Background: an optimization exercise with open tools, aiming at small area, a short achievable clock period and few clock cycles per item. Do not read the settings as production practice. Function was not checked in any run shown here: the RTL went through the layout flow alone. Power and IR drop assume default switching activity.

## flow/design.v (module list and top-level ports; edited modules follow where they fit)
// module fp_mul_round: 63 lines
// module fp_mul_pipe: 164 lines
// module fp_mul_tree: 874 lines
module fp_mul_pipe
#(
  parameter int EXP_W = 8,
  parameter int MAN_W = 23
) (
  input  logic                 clk,
  input  logic                 reset,
  input  logic                 in_valid,
  output logic                 in_ready,
  input  logic [EXP_W+MAN_W:0] a,
  input  logic [EXP_W+MAN_W:0] b,
  output logic                 out_valid,
  input  logic                 out_ready,
  output logic [EXP_W+MAN_W:0] result,
  output logic [fp_pkg::FLAG_W-1:0]    flags
);
  // ...
==> flow/run.sh <==
#!/bin/bash
# synth_recipe.tcl (not shown) runs the flow's synth.tcl, then flattens the netlist and writes it again
# the make line also repeats each setting of config.mk as NAME=value (left out here)
make -C /OpenROAD-flow-scripts/flow DESIGN_CONFIG=/design/flow/config.mk WORK_HOME=/design/flow/orfs CLKGATE_MAP_FILE= SYNTH_SCRIPT=/design/flow/synth_recipe.tcl finish
==> flow/config.mk <==
export PLATFORM = sky130hd
export DESIGN_NAME = fp_mul_pipe
export DESIGN_NICKNAME = fp_mul_pipe
export VERILOG_FILES = /design/flow/design.v
export SDC_FILE = /design/flow/constraint.sdc
export NUM_CORES = 4
export LEC_CHECK = 0
export CAP_MARGIN = 20
export CORE_MARGIN = 2
export CORE_UTILIZATION = 40
export SETUP_SLACK_MARGIN = 4.5
export SLEW_MARGIN = 20
export TNS_END_PERCENT = 0
==> flow/constraint.sdc <==
create_clock -name core_clock -period 7.5 [get_ports {clk}]
set_input_delay 1.5000 -clock core_clock [delete_from_list [all_inputs] [get_ports {clk}]]
set_output_delay 1.5000 -clock core_clock [all_outputs]
set_load 0.01 [all_outputs]
==> out/results.tsv, run 1 <==
stage	metric	value	unit
outcome	status	complete, no violations	
sta	hold slack	0.419	ns
floorplan	Core Region	64100	µm²
sta	RSZ-0062 raised after global routing	true	
floorplan	initial cell density of the core	40.3	%
worst_setup_path	worst-path fanout max	9	
power_and_ir_drop	Pleak	0.0123	µW
cells_and_area	largest class	multi-input combinational cells	
clocking	CTS root buf	clkbuf_16	
cells_and_area	buffering overhead	8.57	%
cells_and_area	FF/Latch Area	8690	µm²
power_and_ir_drop	Sw Pwr	5730	µW
job	Max-cap violations	0	
worst_setup_path	FF-to-FF End	s2_pz[14]	
placed_design	input/output buffers	105	
cells_and_area	share of cell area taken by multi-input logic gates	52.0	%
synthesis	Adder-Cell Fraction of Synth Area	25.7	%
synthesis	Synth Flop Type	edfxtp_1	
synthesis	Mapped Avg Cell Area	10.8	µm²
floorplan	Die W	258	µm
grt	GR Util met2	34.1	%
clocking	CTS Buf Count	37	
cells_and_area	post-route cell area	30500	µm²
worst_setup_path	R2R Setup Slk	4.02	ns
clocking	CTS sink count	303	
synthesis	compound-gate portion of the synthesized area	14.4	%
clocking	Post-CTS Resized	35	
floorplan	Die H	258	µm
power_and_ir_drop	Top Consumer	combinational logic	
worst_setup_path	CP top delay family	adder cells	
route	met3 WL post-DR	6740	µm
clocking	H-tree levels	2	
power_and_ir_drop	Comb. pwr	8400	µW
sta	Hold Vio Cnt, Final	0	
power_and_ir_drop	total power	13400	µW
floorplan	Site Rows	93	
route	Initial DRC Count	1931	
floorplan	Tapcells	855	
worst_setup_path	Buf+Inv Stages, Crit Path	3	
worst_setup_path	crit path kind	flop to flop	
cells_and_area	share of cells above drive strength 1	11.8	%
power_and_ir_drop	clk pwr	1710	µW
==> module fp_mul_round, before the edit <==
module fp_mul_round (
  input  logic         sign,
  input  logic [7:0]   exp,      
  input  logic [2:0]   ovf_k,    
  input  logic [2:0]   unf_k,    
  input  logic [1:0]   kind,
  input  logic [47:22] prod,     
  input  logic         sticky,   
  output logic [31:0]  result,
  output logic [3:0]   flags
);
  localparam logic [31:0] QNAN = 32'h7FC00000;
  logic        msb, st, guard, carry, ovf, unf, inexact;
  logic [22:0] frac_r;
  logic [7:0]  exp_r;
  logic        rnd_h, rnd_l, carry_h, carry_l;
  logic [22:0] inc_h, inc_l;
  assign msb     = prod[47];
  assign rnd_h   = prod[23] & (prod[22] | sticky | prod[24]);
  assign rnd_l   = prod[22] & (sticky | prod[23]);
  assign inc_h   = prod[46:24] + 23'd1;
  assign inc_l   = prod[45:23] + 23'd1;
  assign carry_h = rnd_h & (&prod[46:24]);
  assign carry_l = rnd_l & (&prod[45:23]);
  assign carry   = msb ? carry_h : carry_l;
  assign guard   = msb ? prod[23] : prod[22];
  assign st      = sticky | (msb & prod[22]);
  assign frac_r  = msb ? (rnd_h ? inc_h : prod[46:24]) : (rnd_l ? inc_l : prod[45:23]);
  assign inexact = guard | st;
  always_comb begin
    case ({msb, carry})
      2'b00:        begin exp_r = exp;         ovf = ovf_k[0]; unf = unf_k[0]; end
      2'b01, 2'b10: begin exp_r = exp + 8'd1;  ovf = ovf_k[1]; unf = unf_k[1]; end
      default:      begin exp_r = exp + 8'd2;  ovf = ovf_k[2]; unf = unf_k[2]; end
    endcase
  end
  always_comb begin
    result = '0;
    flags  = '0;
    case (kind)
      KIND_NAN: begin
        result              = QNAN;
        flags[FLAG_INVALID] = 1'b1;
      end
      KIND_INF:  result = {sign, 8'hFF, 23'd0};
      KIND_ZERO: result = {sign, 31'd0};
      default: begin
        if (ovf) begin
          result               = {sign, 8'hFF, 23'd0};
          flags[FLAG_OVERFLOW] = 1'b1;
          flags[FLAG_INEXACT]  = 1'b1;
        end else if (unf) begin
          result                = {sign, 31'd0};
          flags[FLAG_UNDERFLOW] = 1'b1;
          flags[FLAG_INEXACT]   = 1'b1;
        end else begin
          result              = {sign, exp_r[7:0], frac_r};
          flags[FLAG_INEXACT] = inexact;
        end
      end
    endcase
  end
endmodule
==> module fp_mul_pipe, before the edit <==
module fp_mul_pipe
#(
  parameter int EXP_W = 8,
  parameter int MAN_W = 23
) (
  input  logic                 clk,
  input  logic                 reset,
  input  logic                 in_valid,
  output logic                 in_ready,
  input  logic [EXP_W+MAN_W:0] a,
  input  logic [EXP_W+MAN_W:0] b,
  output logic                 out_valid,
  input  logic                 out_ready,
  output logic [EXP_W+MAN_W:0] result,
  output logic [fp_pkg::FLAG_W-1:0]    flags
);
  logic en, take, sk_valid;
  logic [31:0] sk_result;
  logic [3:0]  sk_flags;
  assign en       = !sk_valid;                  
  assign take     = out_ready || !out_valid;    
  assign in_ready = en;
  logic [7:0]  ea, eb;
  logic [22:0] fa, fb;
  logic [1:0]  ka, kb, kab;
  assign ea = a[30:23];
  assign eb = b[30:23];
  assign fa = a[22:0];
  assign fb = b[22:0];
  function automatic logic [1:0] classify(input logic exp_ones, input logic exp_zero, input logic frac_nz);
    if (exp_ones)      classify = frac_nz ? KIND_NAN : KIND_INF;
    else if (exp_zero) classify = KIND_ZERO;
    else               classify = KIND_NORM;
  endfunction
  function automatic logic [1:0] combine_kind(input logic [1:0] x, input logic [1:0] y);
    if (x == KIND_NAN || y == KIND_NAN)                                             combine_kind = KIND_NAN;
    else if ((x == KIND_INF && y == KIND_ZERO) || (x == KIND_ZERO && y == KIND_INF)) combine_kind = KIND_NAN;
    else if (x == KIND_INF || y == KIND_INF)                                        combine_kind = KIND_INF;
    else if (x == KIND_ZERO || y == KIND_ZERO)                                      combine_kind = KIND_ZERO;
    else                                                                            combine_kind = KIND_NORM;
  endfunction
  logic [9:0]  esum;
  assign esum = {1'b0, ea, 1'b1} + {1'b0, eb, 1'b1};
  assign ka  = classify(&ea, ~|ea, |fa);
  assign kb  = classify(&eb, ~|eb, |fb);
  assign kab = combine_kind(ka, kb);
  logic [24:0] bx;
  logic [11:0] b_one, b_two, b_neg;
  assign bx = {1'b1, fb, 1'b0};
  always_comb begin
    for (int i = 0; i < 12; i++) begin
      b_one[i] = bx[2*i+1] ^ bx[2*i];
      b_two[i] = (bx[2*i+2] & ~bx[2*i+1] & ~bx[2*i]) | (~bx[2*i+2] & bx[2*i+1] & bx[2*i]);
      b_neg[i] = bx[2*i+2];
    end
  end
  logic        s1_valid, s1_sign;
  logic [8:0]  s1_exp;           
  logic [1:0]  s1_kind;
  logic [22:0] s1_fa;
  logic [11:0] s1_one, s1_two, s1_neg;
  logic        s2_valid, s2_sign;
  logic [8:0]  s2_exp;
  logic [1:0]  s2_kind;
  localparam int LOW = 10;    
  logic [47:LOW] s2_px, s2_py, s2_pz;
  logic        s2_lz;
  logic        s3_valid, s3_sign;
  logic [7:0]  s3_exp;
  logic [2:0]  s3_ovf, s3_unf;    
  logic [1:0]  s3_kind;
  logic [47:22] s3_prod;
  logic        s3_sticky;
  logic [47:LOW] px, py, pz, prod;
  logic [2:0]  ovf_k, unf_k;
  logic        low_z;
  logic [31:0] rnd_result;
  logic [3:0]  rnd_flags;
  always_ff @(posedge clk) begin
    if (reset) begin
      s1_valid  <= 1'b0;
      s2_valid  <= 1'b0;
      s3_valid  <= 1'b0;
      out_valid <= 1'b0;
      sk_valid  <= 1'b0;
    end else begin
      if (en) begin
        s1_valid <= in_valid;
        s2_valid <= s1_valid;
        s3_valid <= s2_valid;
      end
      if (take) out_valid <= sk_valid || s3_valid;
      sk_valid <= sk_valid ? !take : (s3_valid && !take);
    end
  end
  always_ff @(posedge clk) begin
    if (take) begin
      result <= sk_valid ? sk_result : rnd_result;
      flags  <= sk_valid ? sk_flags  : rnd_flags;
    end
    if (en) begin
      sk_result <= rnd_result;
      sk_flags  <= rnd_flags;
    end
  end
  always_ff @(posedge clk) begin
    if (en) begin
      s1_sign <= a[31] ^ b[31];
      s1_exp  <= esum[9:1];
      s1_kind <= kab;
      s1_fa   <= fa;
      s1_one  <= b_one;
      s1_two  <= b_two;
      s1_neg  <= b_neg;
      s2_sign <= s1_sign;
      s2_exp  <= s1_exp;
      s2_kind <= s1_kind;
      s2_px   <= px;
      s2_py   <= py;
      s2_pz   <= pz;
      s2_lz   <= low_z;
      s3_sign   <= s2_sign;
      s3_exp    <= s2_exp[7:0] ^ 8'h80;    
      s3_ovf    <= ovf_k;
      s3_unf    <= unf_k;
      s3_kind   <= s2_kind;
      s3_prod   <= prod[47:22];
      s3_sticky <= !(s2_lz && prod[21:LOW] == '0);
    end
  end
  fp_mul_tree u_tree (
    .fa    (s1_fa),
    .one   (s1_one),
    .two   (s1_two),
    .neg   (s1_neg),
    .px    (px),
    .py    (py),
    .pz    (pz),
    .low_z (low_z)
  );
  always_comb begin
    for (int k = 0; k < 3; k++) begin
      logic [9:0] e;
      e = {1'b0, s2_exp} + 10'(k);        
      ovf_k[k] = e >= 10'd383;
      unf_k[k] = e <= 10'd128;
    end
  end
  logic [47:LOW] cx, cy;
  assign cx   = s2_px ^ s2_py ^ s2_pz;
  assign cy   = (s2_px & s2_py) | (s2_px & s2_pz) | (s2_py & s2_pz);
  assign prod = cx + {cy[46:LOW], 1'b0};
  fp_mul_round u_round (
    .sign   (s3_sign),
    .exp    (s3_exp),
    .ovf_k  (s3_ovf),
    .unf_k  (s3_unf),
    .kind   (s3_kind),
    .prod   (s3_prod),
    .sticky (s3_sticky),
    .result (rnd_result),
    .flags  (rnd_flags)
  );
endmodule
==> run 2, diff against run 1 <==
--- a/flow/design.v
+++ b/flow/design.v
@@ -7,48 +7,57 @@
   localparam int FLAG_INVALID   = 3;
   localparam int FLAG_OVERFLOW  = 2;
   localparam int FLAG_UNDERFLOW = 1;
   localparam int FLAG_INEXACT   = 0;
 endpackage
 import fp_pkg::*;
 module fp_mul_round (
   input  logic         sign,
-  input  logic [7:0]   exp,      
-  input  logic [2:0]   ovf_k,    
-  input  logic [2:0]   unf_k,    
+  input  logic [9:0]   exp,      
   input  logic [1:0]   kind,
   input  logic [47:22] prod,     
   input  logic         sticky,   
   output logic [31:0]  result,
   output logic [3:0]   flags
 );
   localparam logic [31:0] QNAN = 32'h7FC00000;
   logic        msb, st, guard, carry, ovf, unf, inexact;
   logic [22:0] frac_r;
-  logic [7:0]  exp_r;
+  logic [9:0]  e0, e1, e2, exp_r;
+  logic        ovf0, ovf1, ovf2, unf0, unf1, unf2;
   logic        rnd_h, rnd_l, carry_h, carry_l;
   logic [22:0] inc_h, inc_l;
   assign msb     = prod[47];
   assign rnd_h   = prod[23] & (prod[22] | sticky | prod[24]);
   assign rnd_l   = prod[22] & (sticky | prod[23]);
   assign inc_h   = prod[46:24] + 23'd1;
   assign inc_l   = prod[45:23] + 23'd1;
   assign carry_h = rnd_h & (&prod[46:24]);
   assign carry_l = rnd_l & (&prod[45:23]);
+  assign rnd_up  = msb ? rnd_h : rnd_l;
   assign carry   = msb ? carry_h : carry_l;
   assign guard   = msb ? prod[23] : prod[22];
   assign st      = sticky | (msb & prod[22]);
   assign frac_r  = msb ? (rnd_h ? inc_h : prod[46:24]) : (rnd_l ? inc_l : prod[45:23]);
   assign inexact = guard | st;
+  assign e0   = exp;
+  assign e1   = exp + 10'd1;
+  assign e2   = exp + 10'd2;
+  assign ovf0 = !e0[9] && (e0[8:0] >= 9'd255);
+  assign ovf1 = !e1[9] && (e1[8:0] >= 9'd255);
+  assign ovf2 = !e2[9] && (e2[8:0] >= 9'd255);
+  assign unf0 = e0[9] || (e0 == '0);
+  assign unf1 = e1[9] || (e1 == '0);
+  assign unf2 = e2[9] || (e2 == '0);
   always_comb begin
     case ({msb, carry})
-      2'b00:        begin exp_r = exp;         ovf = ovf_k[0]; unf = unf_k[0]; end
-      2'b01, 2'b10: begin exp_r = exp + 8'd1;  ovf = ovf_k[1]; unf = unf_k[1]; end
-      default:      begin exp_r = exp + 8'd2;  ovf = ovf_k[2]; unf = unf_k[2]; end
+      2'b00:          begin exp_r = e0; ovf = ovf0; unf = unf0; end
+      2'b01, 2'b10:   begin exp_r = e1; ovf = ovf1; unf = unf1; end
+      default:        begin exp_r = e2; ovf = ovf2; unf = unf2; end
     endcase
   end
   always_comb begin
     result = '0;
     flags  = '0;
     case (kind)
       KIND_NAN: begin
         result              = QNAN;
@@ -110,51 +119,44 @@
   endfunction
   function automatic logic [1:0] combine_kind(input logic [1:0] x, input logic [1:0] y);
     if (x == KIND_NAN || y == KIND_NAN)                                             combine_kind = KIND_NAN;
     else if ((x == KIND_INF && y == KIND_ZERO) || (x == KIND_ZERO && y == KIND_INF)) combine_kind = KIND_NAN;
     else if (x == KIND_INF || y == KIND_INF)                                        combine_kind = KIND_INF;
     else if (x == KIND_ZERO || y == KIND_ZERO)                                      combine_kind = KIND_ZERO;
     else                                                                            combine_kind = KIND_NORM;
   endfunction
-  logic [9:0]  esum;
-  assign esum = {1'b0, ea, 1'b1} + {1'b0, eb, 1'b1};
   assign ka  = classify(&ea, ~|ea, |fa);
   assign kb  = classify(&eb, ~|eb, |fb);
   assign kab = combine_kind(ka, kb);
   logic [24:0] bx;
   logic [11:0] b_one, b_two, b_neg;
   assign bx = {1'b1, fb, 1'b0};
   always_comb begin
     for (int i = 0; i < 12; i++) begin
       b_one[i] = bx[2*i+1] ^ bx[2*i];
       b_two[i] = (bx[2*i+2] & ~bx[2*i+1] & ~bx[2*i]) | (~bx[2*i+2] & bx[2*i+1] & bx[2*i]);
       b_neg[i] = bx[2*i+2];
     end
   end
   logic        s1_valid, s1_sign;
-  logic [8:0]  s1_exp;           
+  logic [9:0]  s1_exp;
   logic [1:0]  s1_kind;
   logic [22:0] s1_fa;
   logic [11:0] s1_one, s1_two, s1_neg;
   logic        s2_valid, s2_sign;
-  logic [8:0]  s2_exp;
+  logic [9:0]  s2_exp;
   logic [1:0]  s2_kind;
-  localparam int LOW = 10;    
-  logic [47:LOW] s2_px, s2_py, s2_pz;
-  logic        s2_lz;
+  logic [47:0] s2_px, s2_py, s2_pz;
   logic        s3_valid, s3_sign;
-  logic [7:0]  s3_exp;
-  logic [2:0]  s3_ovf, s3_unf;    
+  logic [9:0]  s3_exp;
   logic [1:0]  s3_kind;
   logic [47:22] s3_prod;
   logic        s3_sticky;
-  logic [47:LOW] px, py, pz, prod;
-  logic [2:0]  ovf_k, unf_k;
-  logic        low_z;
+  logic [47:0] px, py, pz, prod;
   logic [31:0] rnd_result;
   logic [3:0]  rnd_flags;
   always_ff @(posedge clk) begin
     if (reset) begin
       s1_valid  <= 1'b0;
       s2_valid  <= 1'b0;
       s3_valid  <= 1'b0;
       out_valid <= 1'b0;
@@ -177,81 +179,63 @@
     if (en) begin
       sk_result <= rnd_result;
       sk_flags  <= rnd_flags;
     end
   end
   always_ff @(posedge clk) begin
     if (en) begin
       s1_sign <= a[31] ^ b[31];
-      s1_exp  <= esum[9:1];
+      s1_exp  <= {2'b00, ea} + {2'b00, eb} - 10'd127;
       s1_kind <= kab;
       s1_fa   <= fa;
       s1_one  <= b_one;
       s1_two  <= b_two;
       s1_neg  <= b_neg;
       s2_sign <= s1_sign;
       s2_exp  <= s1_exp;
       s2_kind <= s1_kind;
       s2_px   <= px;
       s2_py   <= py;
       s2_pz   <= pz;
-      s2_lz   <= low_z;
       s3_sign   <= s2_sign;
-      s3_exp    <= s2_exp[7:0] ^ 8'h80;    
-      s3_ovf    <= ovf_k;
-      s3_unf    <= unf_k;
+      s3_exp    <= s2_exp;
       s3_kind   <= s2_kind;
       s3_prod   <= prod[47:22];
-      s3_sticky <= !(s2_lz && prod[21:LOW] == '0);
+      s3_sticky <= |prod[21:0];
     end
   end
   fp_mul_tree u_tree (
     .fa    (s1_fa),
     .one   (s1_one),
     .two   (s1_two),
     .neg   (s1_neg),
     .px    (px),
     .py    (py),
-    .pz    (pz),
-    .low_z (low_z)
+    .pz    (pz)
   );
-  always_comb begin
-    for (int k = 0; k < 3; k++) begin
-      logic [9:0] e;
-      e = {1'b0, s2_exp} + 10'(k);        
-      ovf_k[k] = e >= 10'd383;
-      unf_k[k] = e <= 10'd128;
-    end
-  end
-  logic [47:LOW] cx, cy;
-  assign cx   = s2_px ^ s2_py ^ s2_pz;
-  assign cy   = (s2_px & s2_py) | (s2_px & s2_pz) | (s2_py & s2_pz);
-  assign prod = cx + {cy[46:LOW], 1'b0};
+  assign prod = s2_px + s2_py + s2_pz;
   fp_mul_round u_round (
     .sign   (s3_sign),
     .exp    (s3_exp),
-    .ovf_k  (s3_ovf),
-    .unf_k  (s3_unf),
     .kind   (s3_kind),
     .prod   (s3_prod),
     .sticky (s3_sticky),
     .result (rnd_result),
     .flags  (rnd_flags)
   );
 endmodule
 module fp_mul_tree (
   input  logic [22:0] fa,
   input  logic [11:0] one,
   input  logic [11:0] two,
   input  logic [11:0] neg,
-  output logic [47:10] px,
-  output logic [47:10] py,
-  output logic [47:10] pz,
-  output logic        low_z
+  output logic [47:0] px,
+  output logic [47:0] py,
+  output logic [47:0] pz
 );
   wire pp0_0 = ((one[0] & fa[0]) | (two[0] & 1'b0)) ^ neg[0];
   wire pp0_1 = ((one[0] & fa[1]) | (two[0] & fa[0])) ^ neg[0];
   wire pp0_2 = ((one[0] & fa[2]) | (two[0] & fa[1])) ^ neg[0];
   wire pp0_3 = ((one[0] & fa[3]) | (two[0] & fa[2])) ^ neg[0];
   wire pp0_4 = ((one[0] & fa[4]) | (two[0] & fa[3])) ^ neg[0];
   wire pp0_5 = ((one[0] & fa[5]) | (two[0] & fa[4])) ^ neg[0];
   wire pp0_6 = ((one[0] & fa[6]) | (two[0] & fa[5])) ^ neg[0];
@@ -1099,16 +1083,12 @@
   wire fs239 = fc236 ^ fs238 ^ fc237;
   wire fc239 = (fc236 & fs238) | (fc236 & fc237) | (fs238 & fc237);
   wire fs240 = 1'b1 ^ fa[22] ^ pp11_24;
   wire fc240 = (1'b1 & fa[22]) | (1'b1 & pp11_24) | (fa[22] & pp11_24);
   wire hs29 = fc238 ^ fs240;
   wire hc29 = fc238 & fs240;
   wire fs241 = 1'b1 ^ pps11 ^ fc240;
   wire fc241 = (1'b1 & pps11) | (1'b1 & fc240) | (pps11 & fc240);
-  wire [9:0] lowx = {fs11, hc5, hc4, fs3, fs1, fs0, hc0, pp1_0, pp0_1, neg[0]};
-  wire [9:0] lowy = {hs7, hs6, hs5, hs4, hs3, hs2, hs1, hs0, 1'b0, pp0_0};
-  wire [10:0] lows = {1'b0, lowx} + {1'b0, lowy};
-  assign low_z = ((lowx ^ lowy) == {(lowx[8:0] | lowy[8:0]), 1'b0});
-  assign px = {hc29, hs29, hc28, hs28, hc27, hs27, hc26, hc25, fc217, fc212, fc206, fc201, fc195, fs195, fc182, fs182, fc167, fs167, fc150, fs150, fc131, fs131, fs121, fc101, fs101, fs92, fs83, hc14, fs67, fs60, fs53, fs47, fc35, fc29, fc24, hc9, hc8, lows[10]};
-  assign py = {fs241, fc239, fs239, fc235, fs235, fc229, fs229, hs26, hs25, fs217, fs212, fs207, hc24, hs24, hc23, hs23, hc22, hs22, hc21, hs21, hc20, hc19, hs19, hc18, hc17, hc16, hc15, fs75, hc13, hc12, hc11, hs11, fs41, fs35, fs29, hs10, hs9, hc7};
-  assign pz = {1'b0, 1'b0, 1'b0, 1'b0, 1'b0, 1'b0, 1'b0, 1'b0, 1'b0, 1'b0, fc207, 1'b0, fs201, fc189, fs189, fc175, fs175, fc159, fs159, fc141, fs141, hs20, fc111, fs111, hs18, hs17, hs16, hs15, hs14, hs13, hs12, fc41, 1'b0, 1'b0, hc10, 1'b0, 1'b0, hs8};
+  assign px = {hc29, hs29, hc28, hs28, hc27, hs27, hc26, hc25, fc217, fc212, fc206, fc201, fc195, fs195, fc182, fs182, fc167, fs167, fc150, fs150, fc131, fs131, fs121, fc101, fs101, fs92, fs83, hc14, fs67, fs60, fs53, fs47, fc35, fc29, fc24, hc9, hc8, hc7, fs11, hc5, hc4, fs3, fs1, fs0, hc0, pp1_0, pp0_1, neg[0]};
+  assign py = {fs241, fc239, fs239, fc235, fs235, fc229, fs229, hs26, hs25, fs217, fs212, fs207, hc24, hs24, hc23, hs23, hc22, hs22, hc21, hs21, hc20, hc19, hs19, hc18, hc17, hc16, hc15, fs75, hc13, hc12, hc11, hs11, fs41, fs35, fs29, hs10, hs9, hs8, hs7, hs6, hs5, hs4, hs3, hs2, hs1, hs0, 1'b0, pp0_0};
+  assign pz = {1'b0, 1'b0, 1'b0, 1'b0, 1'b0, 1'b0, 1'b0, 1'b0, 1'b0, 1'b0, fc207, 1'b0, fs201, fc189, fs189, fc175, fs175, fc159, fs159, fc141, fs141, hs20, fc111, fs111, hs18, hs17, hs16, hs15, hs14, hs13, hs12, fc41, 1'b0, 1'b0, hc10, 1'b0, 1'b0, 1'b0, 1'b0, 1'b0, 1'b0, 1'b0, 1'b0, 1'b0, 1'b0, 1'b0, 1'b0, 1'b0};
 endmodule
==> flow/config.mk (replaced) <==
export PLATFORM = sky130hd
export DESIGN_NAME = fp_mul_pipe
export DESIGN_NICKNAME = fp_mul_pipe
export VERILOG_FILES = /design/flow/design.v
export SDC_FILE = /design/flow/constraint.sdc
export NUM_CORES = 4
export LEC_CHECK = 0
export CAP_MARGIN = 20
export CORE_MARGIN = 2
export CORE_UTILIZATION = 40
export SETUP_SLACK_MARGIN = 3.8
export SLEW_MARGIN = 20
==> run 2 against run 1 <==
Still clean. Sequential share of layout area is 1.1 points higher. Combinational power down 2%. Routed wire length is 4.2% higher. Clock power is 5% higher. First-iteration DRC count up 6.2%. Cell count up 2.5%. Synthesized cell count increased by 4.5%. Flip-flop and latch count is 15 higher. Via count is 3.8% higher. Register-to-register slack worse by 0.16 ns. Area after synthesis rose by 3.5%. Critical endpoint is now s2_pz[24].
==> out/results.tsv, run 2 <==
stage	metric	value	unit	change
synthesis	Post-synth EDFFs	277		
cells_and_area	max reg flops	48		
placed_design	DP HPWL	49400	µm	
sta	Slew @ Worst Pin	1.19	ns	
sta	hold slack	0.415	ns	-0.00413 ns
sta	clk_skew	0.0190	ns	
synthesis	Mapped Avg Cell Area	10.7	µm²	-0.89%
synthesis	Yosys reg bits	318		
grt	vias in the first global route	19955		
floorplan	initial cell density of the core	40.6	%	+0.25 points
route	Final ANT Viol Nets	0		
cells_and_area	ANT cells	0		
sta	Rel. slew slack	20.4	%	
synthesis	area fraction of the dominant cell type after synthesis	31.1	%	
grt	total grt overflow	0		
floorplan	Die W	263	µm	+1.7%
clocking	Worst-Skew Late Latency	0.57	ns	
synthesis	Post-synth top cells	inv_1, edfxtp_1, a22oi_1		
sta	RSZ-0062 raised after global routing	true		
clocking	CTS sink count	318		+5.0%
grt	gr usage total	21.7	%	
route	drt total wl	76300	µm	
hold_path	HP Class	flop to flop		
worst_setup_path	crit path DAT	3.95	ns	
sta	final setup fails	0		
sta	Final Cycle Share	48.5	%	
floorplan	Ports	106		
sta	Hold Vio Cnt, Final	0		unchanged
floorplan	Site Rows	94		+1.1%
synthesis	cell taking the most area after synthesis	edfxtp_1		
synthesis	sequential area share after synthesis	34.1	%	
clocking	CTS clock-pin slew for the worst setup and hold paths	0.06	ns	
job	Max-cap violations	0		unchanged
synthesis	Synth Flop Type	edfxtp_1		
cells_and_area	Largest regs	s2_px (48), s2_py (47)		
route	Vias	19751		
clocking	H-tree levels	2		unchanged
cells_and_area	post-route cell area	30900	µm²	+1.2%
worst_setup_path	crit path kind	flop to flop		
sta	Max Freq	0.275	GHz	
route	Routed WL per cell	21.9	µm	
synthesis	synthesized area	26800	µm²	
floorplan	Die H	263	µm	+1.7%
worst_setup_path	worst-path fanout max	13		+4
synthesis	cells after synthesis	2497		
synthesis	yosys warns	3		
cells_and_area	most frequent cells in the layout	inv_1, edfxtp_1, a22oi_1, xnor2_1, fa_1		
placed_design	GP Congestion	0.911		
cells_and_area	Most flops, register	s2_px		
floorplan	Die Footprint	69000	µm²	
route	vias per std cell	5.68		
route	DRC Markers	0		
synthesis	syn_nets	2957		
placed_design	Placed Area	28500	µm²	
power_and_ir_drop	Peak VDD IR	0.252	mV	
sta	crit path time final	3.64	ns	
worst_setup_path	Worst EP required	7.81	ns	
clocking	maximum root-to-sink buffer count	3		
power_and_ir_drop	pwr dens	435	nW/µm²	
synthesis	synth unique cells	78		
cells_and_area	Util after Layout	46.8	%	
synthesis	async set-reset flop share out of synthesis	0	%	
floorplan	Core Region	66000	µm²	+2.9%
worst_setup_path	Crit. End Element	flop		
clocking	CTS tree	done		
synthesis	synth top area cells	edfxtp_1, fa_1, xnor2_1		
sta	Final Max Slew Viols	0		
route	drt first pass iters	7		
grt	initial antenna violation count	2		
cells_and_area	Area Overhead vs Synth	15.4	%	
cells_and_area	fin nets	3047		
clocking	hold-fix buffers at CTS	0		
sta	setup_tns	0	ns	
synthesis	top-count cell post-synth	inv_1		
placed_design	input/output buffers	105		unchanged
cells_and_area	most common cell after layout, fill and taps aside	inv_1		
grt	largest net degree at the start of global routing	162		
power_and_ir_drop	Pleak	0.0125	µW	+1.5%
route	Initial DRC Count	2051		+6.2%
outcome	status	complete, no violations		
clocking	CTS Buf Count	38		+2.7%
cells_and_area	share of cells above drive strength 1	10.1	%	-1.7 points
grt	first-pass GRT wire length	118000	µm	
cells_and_area	Fillers	5937		
clocking	CTS root buf	clkbuf_16		
worst_setup_path	startpoint types	flop		
[run 2: cell types whose count changed in the layout (fill, tap and decap cells not counted), moves of 18 or more]
cell	previous run	this run
xor2_1	128	106
inv_1	279	304
a22o_1	32	10
o21ai_0	47	65
buf_4	86	105
buf_6	36	12
[run 2: metal layers]
| layer | part of all wire (%) | vias up | wire, µm | global-route usage [%] |
|---|---|---|---|---|
| met1 | 44 | 9675 | 33400 | 30.9 |
| met4 | 4.1 | 4 | 3120 | 8.88 |
| met3 | 9.4 | 228 | 7140 | 4.69 |
| li1 | - | 8834 | - | - |
| met2 | 43 | 1010 | 32600 | 32.0 |
| met5 | 0.030 | - | 23 | 0 |
[run 2: area by class of cell]
cell class | count | area [µm²] | area share [%]
Tap cell | 864 | 1080 | 3.50
Timing Repair Buffer | 233 | 2180 | 7.05
Sequential cell | 318 | 9140 | 29.6
Inverter | 312 | 1190 | 3.85
Clock inverter | 22 | 226 | 0.733
Multi-Input combinational cell | 1684 | 16100 | 52.1
Clock buffer | 46 | 991 | 3.21
[run 2: where the power goes]
| group | total (µW) | internal [µW] | switching, µW |
|---|---|---|---|
| Clock | 1790 | 1030 | 762 |
| Sequential | 3450 | 3080 | 370 |
| Combinational | 8210 | 3520 | 4700 |
[run 2: what timing repair did]
action,CTS,global route
gates cloned,2,0
endpoints found under the setup margin,151,78
pin swaps,5,15
resized for setup,41,45
buffers inserted,39,43
[run 2: worst paths after layout]
path / slack [ns] / cells past startpoint / start / endpoint
worst max register to register: 3.86 / 8 / s1_one[6] / s2_pz[24]
worst max-delay path: 3.86 / 8 / s1_one[6] / s2_pz[24]
worst min register to register: 0.41 / 0 / s2_exp[3] / s3_exp[3]
worst min-delay path: 0.41 / 0 / s2_exp[3] / s3_exp[3]
[run 2: kinds of logic (layout without fill, tap and decap cells)]
logic type,after synthesis,after routing,share of synthesized area [%]
flops,318,318,34.1
simple gates,351,353,6.56
buf+inv,497,613,7.12
fa+ha+maj,392,392,25.4
xor+xnor,360,360,11.8
mux,9,9,0.393
compound gates,570,570,14.6
[run 2: metrics by stage]
stage | setup slack [ns] | total power [µW] | std cells
2_1_floorplan | 2.83 | 8740 | 2497
3_3_place_gp | 3.03 | 10800 | 3327
3_5_place_dp | 2.75 | 11000 | 3327
4_1_cts | 3.80 | 13100 | 3436
5_1_grt | 3.74 | 14600 | 3479
6_report | 3.86 | 13500 | 3479
[run 2: worst max-delay path, cell delays in order (launching register included)]
cell and delay, ns:
edfxtp_1 0.81, a22oi_1 0.18, xnor2_1 0.20, fa_1 0.53, inv_1 0.08, fa_1 0.57, inv_1 0.09, fa_1 0.53
fa_1 0.40
==> run 3, diff against run 2 <==
--- a/flow/design.v
+++ b/flow/design.v
@@ -99,11 +99,8 @@
   output logic [EXP_W+MAN_W:0] result,
   output logic [fp_pkg::FLAG_W-1:0]    flags
 );
-  logic en, take, sk_valid;
-  logic [31:0] sk_result;
-  logic [3:0]  sk_flags;
-  assign en       = !sk_valid;                  
-  assign take     = out_ready || !out_valid;    
+  logic en;
+  assign en       = out_ready || !out_valid;
   assign in_ready = en;
   logic [7:0]  ea, eb;
   logic [22:0] fa, fb;
@@ -160,25 +157,11 @@
       s2_valid  <= 1'b0;
       s3_valid  <= 1'b0;
       out_valid <= 1'b0;
-      sk_valid  <= 1'b0;
-    end else begin
-      if (en) begin
-        s1_valid <= in_valid;
-        s2_valid <= s1_valid;
-        s3_valid <= s2_valid;
-      end
-      if (take) out_valid <= sk_valid || s3_valid;
-      sk_valid <= sk_valid ? !take : (s3_valid && !take);
-    end
-  end
-  always_ff @(posedge clk) begin
-    if (take) begin
-      result <= sk_valid ? sk_result : rnd_result;
-      flags  <= sk_valid ? sk_flags  : rnd_flags;
-    end
-    if (en) begin
-      sk_result <= rnd_result;
-      sk_flags  <= rnd_flags;
+    end else if (en) begin
+      s1_valid  <= in_valid;
+      s2_valid  <= s1_valid;
+      s3_valid  <= s2_valid;
+      out_valid <= s3_valid;
     end
   end
   always_ff @(posedge clk) begin
@@ -201,6 +184,8 @@
       s3_kind   <= s2_kind;
       s3_prod   <= prod[47:22];
       s3_sticky <= |prod[21:0];
+      result  <= rnd_result;
+      flags   <= rnd_flags;
     end
   end
   fp_mul_tree u_tree (
--- a/flow/config.mk
+++ b/flow/config.mk
@@ -8,5 +8,5 @@
 export CAP_MARGIN = 20
 export CORE_MARGIN = 2
 export CORE_UTILIZATION = 40
-export SETUP_SLACK_MARGIN = 3.8
+export SETUP_SLACK_MARGIN = 4.2
 export SLEW_MARGIN = 20
==> run 3 against run 2 <==
Synthesized cell count is 3.2% lower. Worst setup slack better by 0.14 ns. Area after synthesis is 2.8% lower. Still clean. Flip-flop and latch count is 37 lower. Critical endpoint is now s2_pz[24]. Critical path depth is 1 higher. Non-clock buffer count is 105 higher. Critical path type unchanged. Hold slack better by 0.0032 ns. Maximum frequency is 3.9% higher. Sequential power is 7.5% lower. Die area is 2.7% lower. Highest routed layer unchanged.
==> out/results.tsv, run 3 <==
stage	metric	value	unit	change
cells_and_area	area occupied by multi-input gates	17400	µm²	+8.2%
cells_and_area	final non-filler cell total	3482		+0.086%
placed_design	DP HPWL	48000	µm	-2.8%
synthesis	async set-reset flop share out of synthesis	0	%	unchanged
floorplan	initial cell density of the core	40.4	%	-0.13 points
power_and_ir_drop	Peak VDD IR	0.272	mV	+8.1%
job	Max-cap violations	0		unchanged
hold_path	hold path cells	0		unchanged
synthesis	Adder-Cell Fraction of Synth Area	26.1	%	+0.72 points
outcome	status	complete, no violations		
route	DRC Markers	0		unchanged
cells_and_area	fin nets	3067		+0.66%
hold_path	worst hold endpoint	s2_exp[8]		
clocking	CTS Buf Count	30		-21%
floorplan	Site Rows	93		-1.1%
synthesis	synth top area cells	edfxtp_1, fa_1, xnor2_1		
clocking	Worst-Skew Late Latency	0.61	ns	+0.04 ns
floorplan	Core Region	64300	µm²	-2.5%
sta	Final Cycle Share	46.7	%	-1.8 points
route	Final ANT Viol Nets	0		unchanged
cells_and_area	Most flops, register	s2_px		
cells_and_area	Util after Layout	50.8	%	+4.0 points
synthesis	Post-synth EDFFs	277		unchanged
sta	Final Max Slew Viols	0		unchanged
route	Vias	19799		+0.24%
worst_setup_path	Worst EP required	7.81	ns	about the same
synthesis	synthesized area	26000	µm²	-2.8%
cells_and_area	ANT cells	0		unchanged
synthesis	mux contribution to synthesized area	0.433	%	+0.040 points
synthesis	yosys warns	3		unchanged
synthesis	cell taking the most area after synthesis	edfxtp_1		
floorplan	Ports	106		unchanged
clocking	CTS clock-pin slew for the worst setup and hold paths	0.06	ns	about the same
synthesis	synth unique cells	77		-1.3%
synthesis	syn_nets	2877		-2.7%
clocking	CTS sink count	281		-12%
hold_path	Worst Min Path Start	s1_exp[8]		
cells_and_area	Area Overhead vs Synth	25.7	%	
synthesis	area fraction of the dominant cell type after synthesis	32.0	%	+0.89 points
synthesis	post-synthesis simple-gate area fraction	6.66	%	+0.091 points
sta	Slew @ Worst Pin	0.839	ns	-0.356 ns
sta	crit path time final	3.50	ns	-0.135 ns
worst_setup_path	crit path kind	flop to flop		
cells_and_area	most frequent cells in the layout	edfxtp_1, inv_1, xnor2_1, fa_1, a22oi_1		
clocking	CTS root buf	clkbuf_16		
synthesis	xor and xnor area share after synthesis	12.9	%	+1.1 points
cells_and_area	most common cell after layout, fill and taps aside	edfxtp_1		
clocking	hold-fix buffers at CTS	0		unchanged
sta	Max Freq	0.285	GHz	+3.9%
clocking	maximum root-to-sink buffer count	3		unchanged
synthesis	Mapped Avg Cell Area	10.8	µm²	+0.44%
worst_setup_path	R2R Setup Slk	4.00	ns	+0.14 ns
grt	largest net degree at the start of global routing	77		-52%
cells_and_area	Largest regs	s2_px (48), s2_py (47), result (32)		
grt	total grt overflow	0		unchanged
sta	final setup fails	0		unchanged
hold_path	HP Class	flop to flop		
cells_and_area	share of cells above drive strength 1	24.2	%	+14 points
grt	initial antenna violation count	3		+1
synthesis	cells after synthesis	2417		-3.2%
worst_setup_path	FF-to-FF End	s2_pz[24]		
clocking	CTS tree	done		
synthesis	top-count cell post-synth	inv_1		
worst_setup_path	startpoint types	flop		
worst_setup_path	crit path DAT	3.82	ns	-0.13 ns
clocking	H-tree levels	1		-1
placed_design	Setup WS pre-CTS	2.55	ns	-0.200 ns
floorplan	Die H	259	µm	-1.4%
worst_setup_path	Worst R2R Start	s1_two[7]		
synthesis	compound-gate portion of the synthesized area	14.4	%	-0.20 points
placed_design	GP Congestion	0.911		about the same
synthesis	Post-synth top cells	inv_1, edfxtp_1, xnor2_1		
placed_design	dpl cells	3242		-2.6%
sta	Worst Setup Slack, final	4.00	ns	+0.135 ns
grt	vias in the first global route	19995		+0.20%
grt	gr usage total	22.4	%	+0.75 points
synthesis	sequential area share after synthesis	32.3	%	-1.9 points
route	Routed WL per cell	22.6	µm	+3.0%
route	vias per std cell	5.69		+0.16%
cells_and_area	FF/Latch Area	8400	µm²	-8.1%
power_and_ir_drop	pwr dens	462	nW/µm²	+6.1%
cells_and_area	Fillers	5466		-7.9%
route	Initial DRC Count	2140		+4.3%
power_and_ir_drop	Pleak	0.0130	µW	+4.2%
cells_and_area	max reg flops	48		unchanged
sta	RSZ-0062 raised after global routing	true		
floorplan	Die W	259	µm	-1.4%
route	drt first pass iters	5		-2
sta	Hold Vio Cnt, Final	0		unchanged
sta	setup_tns	0	ns	unchanged
synthesis	combinational family with the most area after synthesis	adder cells		
sta	clk_skew	0.0528	ns	+0.0338 ns
worst_setup_path	r2r worst-path depth	9		+1
worst_setup_path	Crit. End Element	flop		
floorplan	Die Footprint	67100	µm²	-2.7%
worst_setup_path	worst-path fanout max	8		-5
synthesis	Yosys reg bits	281		-12%
route	drt total wl	78600	µm	+3.1%
synthesis	Synth Flop Type	edfxtp_1		
sta	Rel. slew slack	44.1	%	+24 points
placed_design	input/output buffers	105		unchanged
grt	first-pass GRT wire length	117000	µm	-0.29%
run 3: cell families (layout without fill, tap and decap cells):
logic type,after synthesis,in the layout
muxes,11,11
and+or+nand+nor,340,345
adders and majority gates,392,392
AOI/OAI and AO/OA,517,517
DFF,281,281
buffers and inverters,494,699
xor gates and xnor gates,382,382
run 3: repair_timing:
| item | in CTS | in global routing |
|---|---|---|
| buffers inserted | 124 | 48 |
| cloned | 11 | 5 |
| endpoints found under the hold margin | 0 | 0 |
| gates resized for setup | 237 | 217 |
| pin swaps | 87 | 123 |
| endpoints found under the setup margin | 355 | 170 |
run 3: worst max-delay path by stage:
| stage | from | to | slack (ns) | cells past startpoint |
|---|---|---|---|---|
| 3_5_place_dp | out_ready | in_ready | 2.55 | 3 |
| 2_1_floorplan | out_ready | in_ready | 3.62 | 2 |
| 4_1_cts | s3_prod[24] | result[2] | 4.04 | 17 |
| 5_1_grt | s3_prod[26] | result[2] | 3.89 | 18 |
| 3_3_place_gp | out_ready | in_ready | 2.59 | 3 |
| 6_report | s1_two[7] | s2_pz[24] | 4.00 | 9 |
run 3: per-layer routing:
metal	global-route usage, %	wire length (µm)
met1	30.4	32400
met5	0	35
met2	34.0	34000
met4	9.94	3780
met3	5.51	8330
run 3: worst max-delay path, stage by stage (launching register included):
cell	delay, ns
edfxtp_1	0.45
buf_12	0.18
a22oi_2	0.22
xnor2_2	0.11
fa_1	0.57
inv_2	0.05
fa_2	0.54
inv_2	0.04
fa_2	0.59
fa_2	0.44
run 3: power by group:
group / internal (µW) / switching (µW)
Sequential: 2840 / 351
Clock: 803 / 612
Combinational: 4750 / 5760
Total: 8390 / 6720
run 3: through the flow:
| stage | power, µW | cell area, µm² | hold slack, ns |
|---|---|---|---|
| after floorplan | 9130 | 26200 | 0.400 |
| after global placement | 11400 | 27800 | 0.401 |
| after detailed placement | 11600 | 27900 | 0.405 |
| after CTS | 14200 | 31300 | 0.419 |
| after global routing | 16400 | 32700 | 0.423 |
| final | 15100 | 32700 | 0.418 |
run 3: layout make-up:
cell class / count / share of cell area (%)
Clock inverter: 18 / 0.547
Inverter: 309 / 3.64
Tap cell: 855 / 3.27
Sequential cell: 281 / 25.7
Timing Repair Buffer: 338 / 11.3
Clock buffer: 34 / 2.34
Multi-Input combinational cell: 1647 / 53.2
==> run 4, diff against run 3 <==
--- a/flow/config.mk
+++ b/flow/config.mk
@@ -10,3 +10,4 @@
 export CORE_UTILIZATION = 40
 export SETUP_SLACK_MARGIN = 4.2
 export SLEW_MARGIN = 20
+export TNS_END_PERCENT = 0
==> run 4 against run 3 <==
Still clean. Area after synthesis stayed put. Non-clock buffer count is 66 lower. Worst setup slack gained 0.011 ns. Combinational power fell by 8%. Sequential power hardly changed. Cell count fell by 1.7%. Global-route usage is 0.17 points lower. Critical endpoint is now s3_prod[46]. Highest routed layer unchanged.
==> out/results.tsv, run 4 <==
stage	metric	value	unit	change
sta	Final Cycle Share	46.6	%	-0.15 points
worst_setup_path	Worst EP required	7.78	ns	-0.03 ns
worst_setup_path	Worst R2R Start	s2_pz[17]		
route	Initial DRC Count	1801		-16%
worst_setup_path	startpoint types	flop		
cells_and_area	Util after Layout	47.8	%	-3.0 points
cells_and_area	ANT cells	0		unchanged
synthesis	Synth Flop Type	edfxtp_1		
worst_setup_path	Crit-path slowest cell	fa_1		
sta	final setup fails	0		unchanged
synthesis	Mapped Avg Cell Area	10.8	µm²	unchanged
sta	Max Freq	0.286	GHz	+0.33%
cells_and_area	share of cells above drive strength 1	13.0	%	-11 points
worst_setup_path	Buf+Inv Stages, Crit Path	2		-1
worst_setup_path	Setup crit start	s2_pz[17]		
worst_setup_path	CP top delay family	compound AO/OA/AOI/OAI gates		
grt	initial antenna violation count	1		-2
synthesis	sequential area share after synthesis	32.3	%	unchanged
cells_and_area	post-route cell area	30800	µm²	-5.9%
route	Routed WL per cell	21.9	µm	-2.8%
grt	first-pass GRT wire length	116000	µm	-1.2%
floorplan	Die Footprint	67100	µm²	unchanged
sta	clk_skew	0.0354	ns	-0.0174 ns
grt	gr usage total	22.3	%	-0.17 points
sta	setup_tns	0	ns	unchanged
placed_design	DP HPWL	47800	µm	-0.38%
route	drt first pass iters	8		+3
worst_setup_path	crit-path cells	fa_1, ha_4, buf_4, a21o_1, a21o_1, a21oi_1, o21ai_0, a31oi_2, buf_4, o21a_1, o21ai_2, nor4b_1, or3_1		
worst_setup_path	crit path DAT	3.78	ns	-0.04 ns
cells_and_area	fin nets	3004		-2.1%
clocking	maximum root-to-sink buffer count	3		unchanged
floorplan	initial cell density of the core	40.4	%	unchanged
synthesis	syn_nets	2877		unchanged
clocking	Worst-Skew Late Latency	0.56	ns	-0.05 ns
floorplan	Site Rows	93		unchanged
placed_design	input/output buffers	105		unchanged
placed_design	Setup WS pre-CTS	2.49	ns	-0.0588 ns
floorplan	Die W	259	µm	unchanged
job	Max-cap violations	0		unchanged
sta	Slew @ Worst Pin	0.858	ns	+0.0189 ns
synthesis	async set-reset flop share out of synthesis	0	%	unchanged
route	drt total wl	75100	µm	-4.5%
clocking	CTS Buf Count	34		+13%
synthesis	synth unique cells	77		unchanged
worst_setup_path	crit path kind	flop to flop		
grt	total grt overflow	0		unchanged
cells_and_area	Largest regs	s2_px (48), s2_py (47), result (32)		
cells_and_area	max reg flops	48		unchanged
clocking	H-tree levels	2		+1
hold_path	worst hold endpoint	s2_exp[2]		
clocking	CTS root buf	clkbuf_16		
synthesis	cell taking the most area after synthesis	edfxtp_1		
route	vias per std cell	5.60		-1.4%
floorplan	Core Region	64300	µm²	unchanged
sta	crit path time final	3.49	ns	-0.0114 ns
clocking	hold-fix buffers at CTS	0		unchanged
sta	Final Max Slew Viols	0		unchanged
worst_setup_path	R2R Setup Slk	4.01	ns	about the same
sta	RSZ-0062 raised after global routing	true		
sta	Hold Vio Cnt, Final	0		unchanged
hold_path	hold path cells	0		unchanged
grt	vias in the first global route	19972		-0.12%
worst_setup_path	r2r worst-path depth	13		+4
floorplan	Die H	259	µm	unchanged
clocking	CTS sink count	281		unchanged
placed_design	Placed Area	27800	µm²	-0.31%
sta	Worst Setup Slack, final	4.01	ns	+0.0114 ns
cells_and_area	most common cell after layout, fill and taps aside	inv_1		
floorplan	Ports	106		unchanged
route	Final ANT Viol Nets	0		unchanged
hold_path	HP Class	flop to flop		
synthesis	cells after synthesis	2417		unchanged
synthesis	Yosys reg bits	281		unchanged
placed_design	GP Congestion	0.874		-4.1%
synthesis	Post-synth top cells	inv_1, edfxtp_1, xnor2_1		
clocking	CTS tree	done		
power_and_ir_drop	pwr dens	471	nW/µm²	+2.0%
grt	largest net degree at the start of global routing	149		+94%
hold_path	Worst Min Path Start	s1_exp[2]		
synthesis	yosys warns	3		unchanged
power_and_ir_drop	Peak VDD IR	0.267	mV	-1.8%
synthesis	Post-synth EDFFs	277		unchanged
cells_and_area	most frequent cells in the layout	inv_1, edfxtp_1, xnor2_1, a22oi_1, fa_1		
worst_setup_path	worst-path fanout max	5		-3
sta	hold slack	0.414	ns	-0.00416 ns
outcome	status	complete, no violations		
power_and_ir_drop	Pleak	0.0125	µW	-4.0%
cells_and_area	Area Overhead vs Synth	18.3	%	
route	Vias	19178		-3.1%
synthesis	area fraction of the dominant cell type after synthesis	32.0	%	unchanged
cells_and_area	Most flops, register	s2_px		
worst_setup_path	Critical Path Max Stage Delay	0.59	ns	about the same
synthesis	synth top area cells	edfxtp_1, fa_1, xnor2_1		
worst_setup_path	Crit. End Element	flop		
route	DRC Markers	0		unchanged
worst_setup_path	FF-to-FF End	s3_prod[46]		
clocking	CTS clock-pin slew for the worst setup and hold paths	0.06	ns	about the same
synthesis	top-count cell post-synth	inv_1		
synthesis	synthesized area	26000	µm²	unchanged
sta	Rel. slew slack	42.3	%	-1.7 points
run 4: changes by cell type in the layout (fill, tap and decap cells not counted), moves of 10 or more:
cell,delta
a22oi_2,-76
a21oi_1,+10
buf_6,-19
buf_4,-14
inv_2,-30
fa_2,-64
ha_1,+16
fa_1,+64
a22oi_1,+76
ha_4,-14
xnor2_1,+20
xnor2_2,-20
buf_12,-18
inv_1,+30
run 4: repair_timing:
item,4_1_cts,5_1_grt
resized for setup,118,8
pin swaps,33,12
setup buffers,112,9
gates cloned,5,0
setup endpoints to repair,225,170
run 4: worst max path at each step:
stage / to / depth (start not counted) / slack, ns
4_1_cts: s2_pz[24] / 9 / 4.06
6_report: s3_prod[46] / 13 / 4.01
5_1_grt: s3_prod[43] / 12 / 3.92
3_5_place_dp: result[0] / 16 / 2.49
2_1_floorplan: in_ready / 2 / 3.62
3_3_place_gp: result[1] / 16 / 2.62
run 4: area by class of cell:
cell class | instances | area, µm²
fill | 5734 | 33600
multi-input combinational | 1646 | 16300
sequential | 281 | 8400
timing repair buffer | 272 | 2690
inverter | 309 | 1200
tap | 855 | 1070
clock buffer | 36 | 858
clock inverter | 23 | 290
run 4: logic make-up (layout without fill, tap and decap cells):
logic type                 count (synthesis)  count (layout)  share of synthesized area [%]
AOI/OAI and AO/OA                        517             517                           14.4
xor gates and xnor gates                 382             382                           12.9
adders and majority gates                392             392                           26.1
buffers and inverters                    494             640                           7.26
DFF                                      281             281                           32.3
muxes                                     11              11                          0.433
and+or+nand+nor                          340             344                           6.66
run 4: worst reg2reg max path: stages, from the launching register on:
cell and delay [ns]:
edfxtp_1 0.39, fa_1 0.59, ha_4 0.22, buf_4 0.14, a21o_1 0.14, a21o_1 0.17, a21oi_1 0.19, o21ai_0 0.14
a31oi_2 0.15, buf_4 0.18, o21a_1 0.21, o21ai_2 0.13, nor4b_1 0.16, or3_1 0.42
run 4: layer usage:
layer / vias up / wire, µm / GRT usage, % / part of all wire [%]
met5: - / 11 / 0 / 0.015
met1: 9331 / 31700 / 30.1 / 42
li1: 8589 / - / - / -
met4: 2 / 2940 / 8.90 / 3.9
met3: 238 / 7530 / 5.61 / 10
met2: 1018 / 32900 / 34.2 / 44
run 4: metrics by stage:
step	power, µW	instances
after global placement	11400	3233
final	14500	3422
after floorplan	9040	2417
after CTS	14400	3413
after global routing	15800	3422
after detailed placement	11600	3237
run 4: power breakdown:
group          switching, µW  internal, µW  total, µW
combinational           5400          4250       9650
sequential               329          2840       3170
clock                    676          1020       1690
total                   6400          8110      14500
==> run 5, diff against run 4 <==
--- a/flow/config.mk
+++ b/flow/config.mk
@@ -8,6 +8,6 @@
 export CAP_MARGIN = 20
 export CORE_MARGIN = 2
 export CORE_UTILIZATION = 40
-export SETUP_SLACK_MARGIN = 4.2
+export SETUP_SLACK_MARGIN = 3.8
 export SLEW_MARGIN = 20
 export TNS_END_PERCENT = 0
==> run 5 against run 4 <==
Non-clock buffer count fell by 55. Cell count decreased by 1.6%. Clock power about the same. Area after synthesis is the same. Combinational power shrank 6.8%. Routed wire length decreased by 2.0%. Die area is the same. Total power down 4.4%. Sequential power hardly changed. Clock skew barely moved. Critical path type unchanged.
==> out/results.tsv, run 5 <==
stage	metric	value	unit	change
hold_path	worst hold endpoint	s2_exp[2]		
floorplan	Die W	259	µm	unchanged
cells_and_area	most common cell after layout, fill and taps aside	inv_1		
placed_design	input/output buffers	105		unchanged
placed_design	GP Congestion	0.874		unchanged
clocking	CTS sink count	281		unchanged
worst_setup_path	FF-to-FF End	s2_pz[24]		
sta	Slew @ Worst Pin	0.887	ns	+0.0295 ns
floorplan	Die H	259	µm	unchanged
grt	GR Util met3	5.37	%	-0.24 points
worst_setup_path	Worst EP required	7.80	ns	+0.02 ns
sta	crit path time final	3.78	ns	+0.287 ns
grt	gr usage total	21.6	%	-0.68 points
hold_path	Worst Min Path Start	s1_exp[2]		
sta	Worst Setup Slack, final	3.72	ns	-0.287 ns
synthesis	synth top area cells	edfxtp_1, fa_1, xnor2_1		
cells_and_area	most frequent cells in the layout	inv_1, edfxtp_1, xnor2_1, a22oi_1, fa_1		
synthesis	Synth Flop Type	edfxtp_1		
sta	Rel. slew slack	40.8	%	-1.5 points
synthesis	synth unique cells	77		unchanged
synthesis	top-count cell post-synth	inv_1		
power_and_ir_drop	total power	13900	µW	-4.4%
synthesis	synthesized area	26000	µm²	unchanged
clocking	CTS root buf	clkbuf_16		
worst_setup_path	R2R Setup Slk	3.72	ns	-0.29 ns
placed_design	DP HPWL	47800	µm	unchanged
placed_design	Setup WS pre-CTS	2.49	ns	unchanged
sta	setup_tns	0	ns	unchanged
cells_and_area	Most flops, register	s2_px		
sta	hold slack	0.413	ns	-0.000128 ns
grt	largest net degree at the start of global routing	149		unchanged
worst_setup_path	r2r worst-path depth	8		-5
clocking	hold-fix buffers at CTS	0		unchanged
route	Routed WL per cell	21.8	µm	-0.40%
synthesis	Post-synth EDFFs	277		unchanged
synthesis	Yosys reg bits	281		unchanged
synthesis	sequential area share after synthesis	32.3	%	unchanged
worst_setup_path	worst-path fanout max	13		+8
synthesis	Mapped Avg Cell Area	10.8	µm²	unchanged
clocking	CTS clock-pin slew for the worst setup and hold paths	0.06	ns	about the same
job	Max-cap violations	0		unchanged
route	Initial DRC Count	1809		+0.44%
sta	Final Max Slew Viols	0		unchanged
clocking	maximum root-to-sink buffer count	3		unchanged
grt	total grt overflow	0		unchanged
worst_setup_path	crit-path cells	a22oi_1, xnor2_1, fa_1, inv_1, fa_1, inv_1, fa_1, fa_1		
cells_and_area	Largest regs	s2_px (48), s2_py (47), result (32)		
clocking	CTS tree	done		
worst_setup_path	Crit-path slowest cell	edfxtp_1		
route	drt total wl	73600	µm	-2.0%
grt	GR Util met2	32.8	%	-1.4 points
floorplan	initial cell density of the core	40.4	%	unchanged
worst_setup_path	startpoint types	flop		
synthesis	Post-synth top cells	inv_1, edfxtp_1, xnor2_1		
worst_setup_path	crit path DAT	4.08	ns	+0.30 ns
clocking	Worst-Skew Late Latency	0.56	ns	about the same
power_and_ir_drop	Pleak	0.0121	µW	-3.0%
sta	final setup fails	0		unchanged
synthesis	cells after synthesis	2417		unchanged
clocking	CTS Buf Count	34		unchanged
worst_setup_path	Critical Path Max Stage Delay	0.89	ns	+0.30 ns
worst_setup_path	Worst R2R Start	s1_one[1]		
worst_setup_path	crit path kind	flop to flop		
outcome	status	complete, no violations		
route	DRC Markers	0		unchanged
worst_setup_path	cell mode on critical path	fa_1		
route	Vias	18801		-2.0%
synthesis	syn_nets	2877		unchanged
grt	met1 usage	29.7	%	-0.46 points
floorplan	Ports	106		unchanged
cells_and_area	Area Overhead vs Synth	14.6	%	
synthesis	async set-reset flop share out of synthesis	0	%	unchanged
power_and_ir_drop	pwr dens	465	nW/µm²	-1.3%
floorplan	Die Footprint	67100	µm²	unchanged
synthesis	yosys warns	3		unchanged
sta	clk_skew	0.0350	ns	-0.000381 ns
worst_setup_path	Crit. End Element	flop		
synthesis	cell taking the most area after synthesis	edfxtp_1		
floorplan	Core Region	64300	µm²	unchanged
floorplan	Site Rows	93		unchanged
sta	RSZ-0062 raised after global routing	true		
route	drt first pass iters	8		unchanged
sta	Final Cycle Share	50.4	%	+3.8 points
hold_path	hold path cells	0		unchanged
sta	Hold Vio Cnt, Final	0		unchanged
grt	gr busiest metal	met2		
cells_and_area	max reg flops	48		unchanged
clocking	H-tree levels	2		unchanged
grt	initial antenna violation count	0		-1
power_and_ir_drop	Peak VDD IR	0.262	mV	-2.1%
route	Final ANT Viol Nets	0		unchanged
synthesis	area fraction of the dominant cell type after synthesis	32.0	%	unchanged
hold_path	HP Class	flop to flop		
sta	Max Freq	0.265	GHz	-7.6%
cells_and_area	fin nets	2949		-1.8%
grt	first-pass GRT wire length	112000	µm	-3.0%
grt	vias in the first global route	19273		-3.5%
cells_and_area	share of cells above drive strength 1	9.67	%	-3.3 points
route	vias per std cell	5.58		-0.36%
cells_and_area	ANT cells	0		unchanged
-- run 5: cell count changes in the layout (fill, tap and decap cells not counted), sizes merged --
| cell | before | now |
|---|---|---|
| buf | 168 | 112 |
| clkinv | 13 | 11 |
| inv | 310 | 312 |
| bufbuf | 1 | 0 |
| clkdlybuf4s18 | 0 | 1 |
| dlygate4sd2 | 0 | 1 |
-- run 5: final cells by class --
| cell class | instances | area [µm²] |
|---|---|---|
| timing repair buffer | 217 | 2060 |
| sequential | 281 | 8400 |
| inverter | 309 | 1170 |
| clock inverter | 23 | 290 |
| fill | 5841 | 34500 |
| clock buffer | 36 | 858 |
| tap | 855 | 1070 |
| multi-input combinational | 1646 | 16000 |
-- run 5: through the flow --
stage | std cells | utilization, % | area [µm²]
finish | 3367 | 46.3 | 29800
global route | 3367 | 46.3 | 29800
CTS | 3324 | 45.5 | 29300
detailed placement | 3237 | 43.2 | 27800
global placement | 3233 | 43.1 | 27700
floorplan | 2417 | - | 26100
-- run 5: metal layers --
layer | share of wire, % | vias to the layer above
li1 | - | 8487
met5 | 0 | -
met2 | 43 | 958
met1 | 43 | 9133
met3 | 9.8 | 223
met4 | 3.8 | 0
-- run 5: kinds of logic after synthesis --
family                     count (synthesis)  share of synthesized area, %
buffers and inverters                    494                          7.26
xor gates and xnor gates                 382                          12.9
muxes                                     11                         0.433
AOI/OAI and AO/OA                        517                          14.4
adders and majority gates                392                          26.1
and+or+nand+nor                          340                          6.66
DFF                                      281                          32.3
-- run 5: where the power goes --
group          internal, µW  switching (µW)
Clock                  1020             676
Sequential             2840             352
Combinational          3830            5160
-- run 5: worst max-delay path by stage --
| stage | startpoint | endpoint | slack (ns) |
|---|---|---|---|
| after global placement | s3_prod[24] | result[1] | 2.62 |
| after floorplan | out_ready | in_ready | 3.62 |
| final | s1_one[1] | s2_pz[24] | 3.72 |
| after CTS | s2_px[4] | s3_prod[47] | 3.66 |
| after detailed placement | s3_prod[24] | result[0] | 2.49 |
| after global routing | s3_prod[28] | result[2] | 3.69 |
-- run 5: what timing repair did --
item / 4_1_cts / 5_1_grt
pin swaps: 2 / 11
gates cloned: 4 / 0
endpoints found under the setup margin: 175 / 142
buffers inserted: 24 / 43
gates resized for setup: 23 / 28
-- run 5: worst max-delay path: cells and delay by family, from the launching register on --
family                     cells  cell delay [ns]
adders and majority gates      4             2.10
buffers and inverters          2             0.12
AOI/OAI and AO/OA              1             0.22
DFF                            1             0.89
xor gates and xnor gates       1             0.19
==> run 6, diff against run 5 <==
--- a/flow/config.mk
+++ b/flow/config.mk
@@ -10,4 +10,3 @@
 export CORE_UTILIZATION = 40
 export SETUP_SLACK_MARGIN = 3.8
 export SLEW_MARGIN = 20
-export TNS_END_PERCENT = 0
==> run 6 against run 5 <==
Utilization is 0.41 points higher. Hold slack better by 0.0020 ns. Global-route usage is 0.14 points lower. Critical endpoint is now in_ready. Flip-flop and latch count stayed put. Largest power group unchanged. Die area stayed put.
==> out/results.tsv, run 6 <==
stage	metric	value	unit	change
outcome	status	complete, no violations		
placed_design	input/output buffers	105		unchanged
grt	GR Util met2	31.9	%	-0.91 points
synthesis	Mapped Avg Cell Area	10.8	µm²	unchanged
synthesis	syn_nets	2877		unchanged
job	Max-cap violations	0		unchanged
grt	gr usage total	21.5	%	-0.14 points
route	Routed WL per cell	21.6	µm	-0.90%
synthesis	cells after synthesis	2417		unchanged
worst_setup_path	crit path kind	primary input to output port		
sta	setup_tns	0	ns	unchanged
synthesis	Post-synth top cells	inv_1, edfxtp_1, xnor2_1		
clocking	CTS Buf Count	31		-8.8%
grt	gr busiest metal	met2		
sta	crit path time final	3.63	ns	-0.145 ns
grt	vias in the first global route	19320		+0.24%
grt	total grt overflow	0		unchanged
cells_and_area	fin nets	2971		+0.75%
worst_setup_path	worst-path fanout max	2		-11
cells_and_area	ANT cells	0		unchanged
synthesis	async set-reset flop share out of synthesis	0	%	unchanged
cells_and_area	Area Overhead vs Synth	15.6	%	
grt	largest net degree at the start of global routing	77		-48%
sta	Final Cycle Share	48.5	%	-1.9 points
grt	first-pass GRT wire length	113000	µm	+0.58%
placed_design	dpl cells	3238		+0.031%
clocking	Worst-Skew Late Latency	0.60	ns	+0.04 ns
power_and_ir_drop	pwr dens	464	nW/µm²	-0.17%
synthesis	synth unique cells	77		unchanged
floorplan	Core Region	64300	µm²	unchanged
sta	clk_skew	0.0197	ns	-0.0153 ns
cells_and_area	Fillers	5819		-0.38%
cells_and_area	FF/Latch Area	8400	µm²	unchanged
cells_and_area	max reg flops	48		unchanged
floorplan	Die W	259	µm	unchanged
route	Initial DRC Count	1951		+7.8%
floorplan	Ports	106		unchanged
worst_setup_path	crit path DAT	2.13	ns	-1.95 ns
placed_design	DP HPWL	48200	µm	+0.85%
sta	Final Max Slew Viols	0		unchanged
clocking	CTS sink count	281		unchanged
cells_and_area	Most flops, register	s2_px		
worst_setup_path	Worst EP required	6.00	ns	-1.80 ns
cells_and_area	final non-filler cell total	3389		+0.65%
route	Final ANT Viol Nets	0		unchanged
synthesis	yosys warns	3		unchanged
clocking	CTS tree	done		
route	vias per std cell	5.60		+0.21%
route	drt total wl	73400	µm	-0.26%
floorplan	initial cell density of the core	40.4	%	unchanged
sta	Slew @ Worst Pin	0.922	ns	+0.0345 ns
sta	Hold Vio Cnt, Final	0		unchanged
grt	GR Util met3	4.91	%	-0.46 points
synthesis	sequential area share after synthesis	32.3	%	unchanged
floorplan	Site Rows	93		unchanged
synthesis	Yosys reg bits	281		unchanged
grt	met1 usage	30.4	%	+0.71 points
synthesis	synthesized area	26000	µm²	unchanged
sta	Max Freq	0.275	GHz	+4.0%
sta	Rel. slew slack	38.0	%	-2.8 points
placed_design	GP Congestion	0.887		+1.5%
synthesis	cell taking the most area after synthesis	edfxtp_1		
worst_setup_path	Crit. End Element	output port		
power_and_ir_drop	Pleak	0.0123	µW	+1.1%
synthesis	top-count cell post-synth	inv_1		
synthesis	synth top area cells	edfxtp_1, fa_1, xnor2_1		
clocking	maximum root-to-sink buffer count	3		unchanged
cells_and_area	Largest regs	s2_px (48), s2_py (47), result (32)		
route	Vias	18963		+0.86%
sta	final setup fails	0		unchanged
cells_and_area	area occupied by multi-input gates	16100	µm²	+0.69%
clocking	CTS clock-pin slew for the worst setup and hold paths	0.06	ns	about the same
worst_setup_path	startpoint types	primary input		
synthesis	Synth Flop Type	edfxtp_1		
synthesis	Post-synth EDFFs	277		unchanged
grt	initial antenna violation count	2		+2
clocking	H-tree levels	1		-1
cells_and_area	most frequent cells in the layout	inv_1, edfxtp_1, xnor2_1, a22oi_1, fa_1		
hold_path	HP Class	flop to flop		
sta	RSZ-0062 raised after global routing	true		
route	drt first pass iters	8		unchanged
power_and_ir_drop	Peak VDD IR	0.255	mV	-2.8%
synthesis	area fraction of the dominant cell type after synthesis	32.0	%	unchanged
cells_and_area	share of cells above drive strength 1	10.9	%	+1.3 points
floorplan	Die Footprint	67100	µm²	unchanged
cells_and_area	most common cell after layout, fill and taps aside	inv_1		
route	DRC Markers	0		unchanged
clocking	CTS root buf	clkbuf_16		
floorplan	Die H	259	µm	unchanged
run 6: report_power, final:
part           switching [µW]  internal, µW  leakage [µW]
logic                    5250          3930       0.00872
registers                 347          2840       0.00303
clock network             637           973      0.000532
total                    6230          7740        0.0123
run 6: cell type report:
cell class / count / area share (%)
Inverter: 309 / 3.91
Sequential cell: 281 / 27.9
Tap cell: 855 / 3.56
Clock inverter: 22 / 1.01
Clock buffer: 34 / 2.62
Multi-Input combinational cell: 1646 / 53.5
Timing Repair Buffer: 242 / 7.52
run 6: metal layers:
| metal | part of all wire (%) | wire length [µm] |
|---|---|---|
| met5 | 0.033 | 24 |
| met4 | 3.9 | 2840 |
| met3 | 10 | 7340 |
| met2 | 43 | 31500 |
| met1 | 43 | 31700 |
run 6: repair_timing:
action,4_1_cts,5_1_grt
pin swaps,5,24
endpoints found under the setup margin,140,48
setup buffers,30,61
gates resized for setup,27,40
hold buffers,0,0
gates cloned,3,1
run 6: worst max-delay path: stages:
cell             delay [ns]
dlygate4sd2_1          0.26
nand2b_4               0.15
clkdlybuf4s15_2        0.22
run 6: cell families (layout without fill, tap and decap cells):
family / after synthesis / in the layout / share of synthesized area (%)
flops: 281 / 281 / 32.3
mux: 11 / 11 / 0.433
compound gates: 517 / 517 / 14.4
simple gates: 340 / 344 / 6.66
buf+inv: 494 / 607 / 7.26
xor+xnor: 382 / 382 / 12.9
fa+ha+maj: 392 / 392 / 26.1
run 6: through the flow:
| stage | instance area [µm²] | utilization (%) | hold slack, ns | worst slack [ns] | power, µW |
|---|---|---|---|---|---|
| final | 30100 | 46.8 | 0.415 | 3.87 | 14000 |
| after global routing | 30100 | 46.8 | 0.418 | 3.73 | 15300 |
| after floorplan | 26100 | - | 0.400 | 3.62 | 9080 |
| after detailed placement | 27800 | 43.2 | 0.405 | 2.64 | 11600 |
| after CTS | 29300 | 45.6 | 0.415 | 3.80 | 13500 |
| after global placement | 27800 | 43.2 | 0.403 | 2.78 | 11400 |
run 6: worst paths after layout:
| kind | slack (ns) | cells after the start | to | startpoint |
|---|---|---|---|---|
| worst min register to register | 0.42 | 0 | s2_exp[2] | s1_exp[2] |
| worst min-delay path | 0.42 | 0 | s2_exp[2] | s1_exp[2] |
| worst max register to register | 3.87 | 8 | s2_pz[24] | s1_one[7] |
| worst max-delay path | 3.87 | 3 | in_ready | out_ready |

==> afterwards: timing with drivers on the ports <==
No port has a modelled driver above. Below, the same layouts with a new extraction and two added sets of constraints. Step 1 (the two cells are an assumption about what drives the block):
set clk [get_ports {clk}]
set_driving_cell -lib_cell sky130_fd_sc_hd__clkbuf_16 $clk
set_driving_cell -lib_cell sky130_fd_sc_hd__buf_2 [delete_from_list [all_inputs] $clk]
Step 2, shift: input delay + t, output delay - t, t = (earliest + latest rising clock arrival at the registers) / 2. This alone moves slack from input paths to output paths. a / b / c = no drivers / after step 1 / after step 2; a / b = the first two.
run	t (ns)	setup WS [ns]	hold slack, ns	latest minus earliest clock arrival (ns)	worst data-port slew with drivers (ns)
run 1	0.611	4.018 / 4.018 / 3.599	0.419 / 0.419 / 0.419	0.033 / 0.033	0.08
run 2	0.623	3.860 / 3.858 / 3.444	0.415 / 0.415 / 0.415	0.023 / 0.022	0.04
run 3	0.657	3.996 / 3.996 / 3.596	0.418 / 0.418 / 0.418	0.059 / 0.059	0.07
run 4	0.595	4.007 / 4.007 / 3.513	0.414 / 0.414 / 0.414	0.036 / 0.036	0.06
run 5	0.599	3.720 / 3.720 / 3.322	0.413 / 0.413 / 0.413	0.035 / 0.035	0.06
run 6	0.641	3.865 / 3.849 / 3.429	0.415 / 0.415 / 0.415	0.022 / 0.022	0.06
After both steps every run listed still meets setup and hold. The setup slack of run 4, which loses most, moves by 0.000 ns with the drivers and by -0.494 ns with both steps.
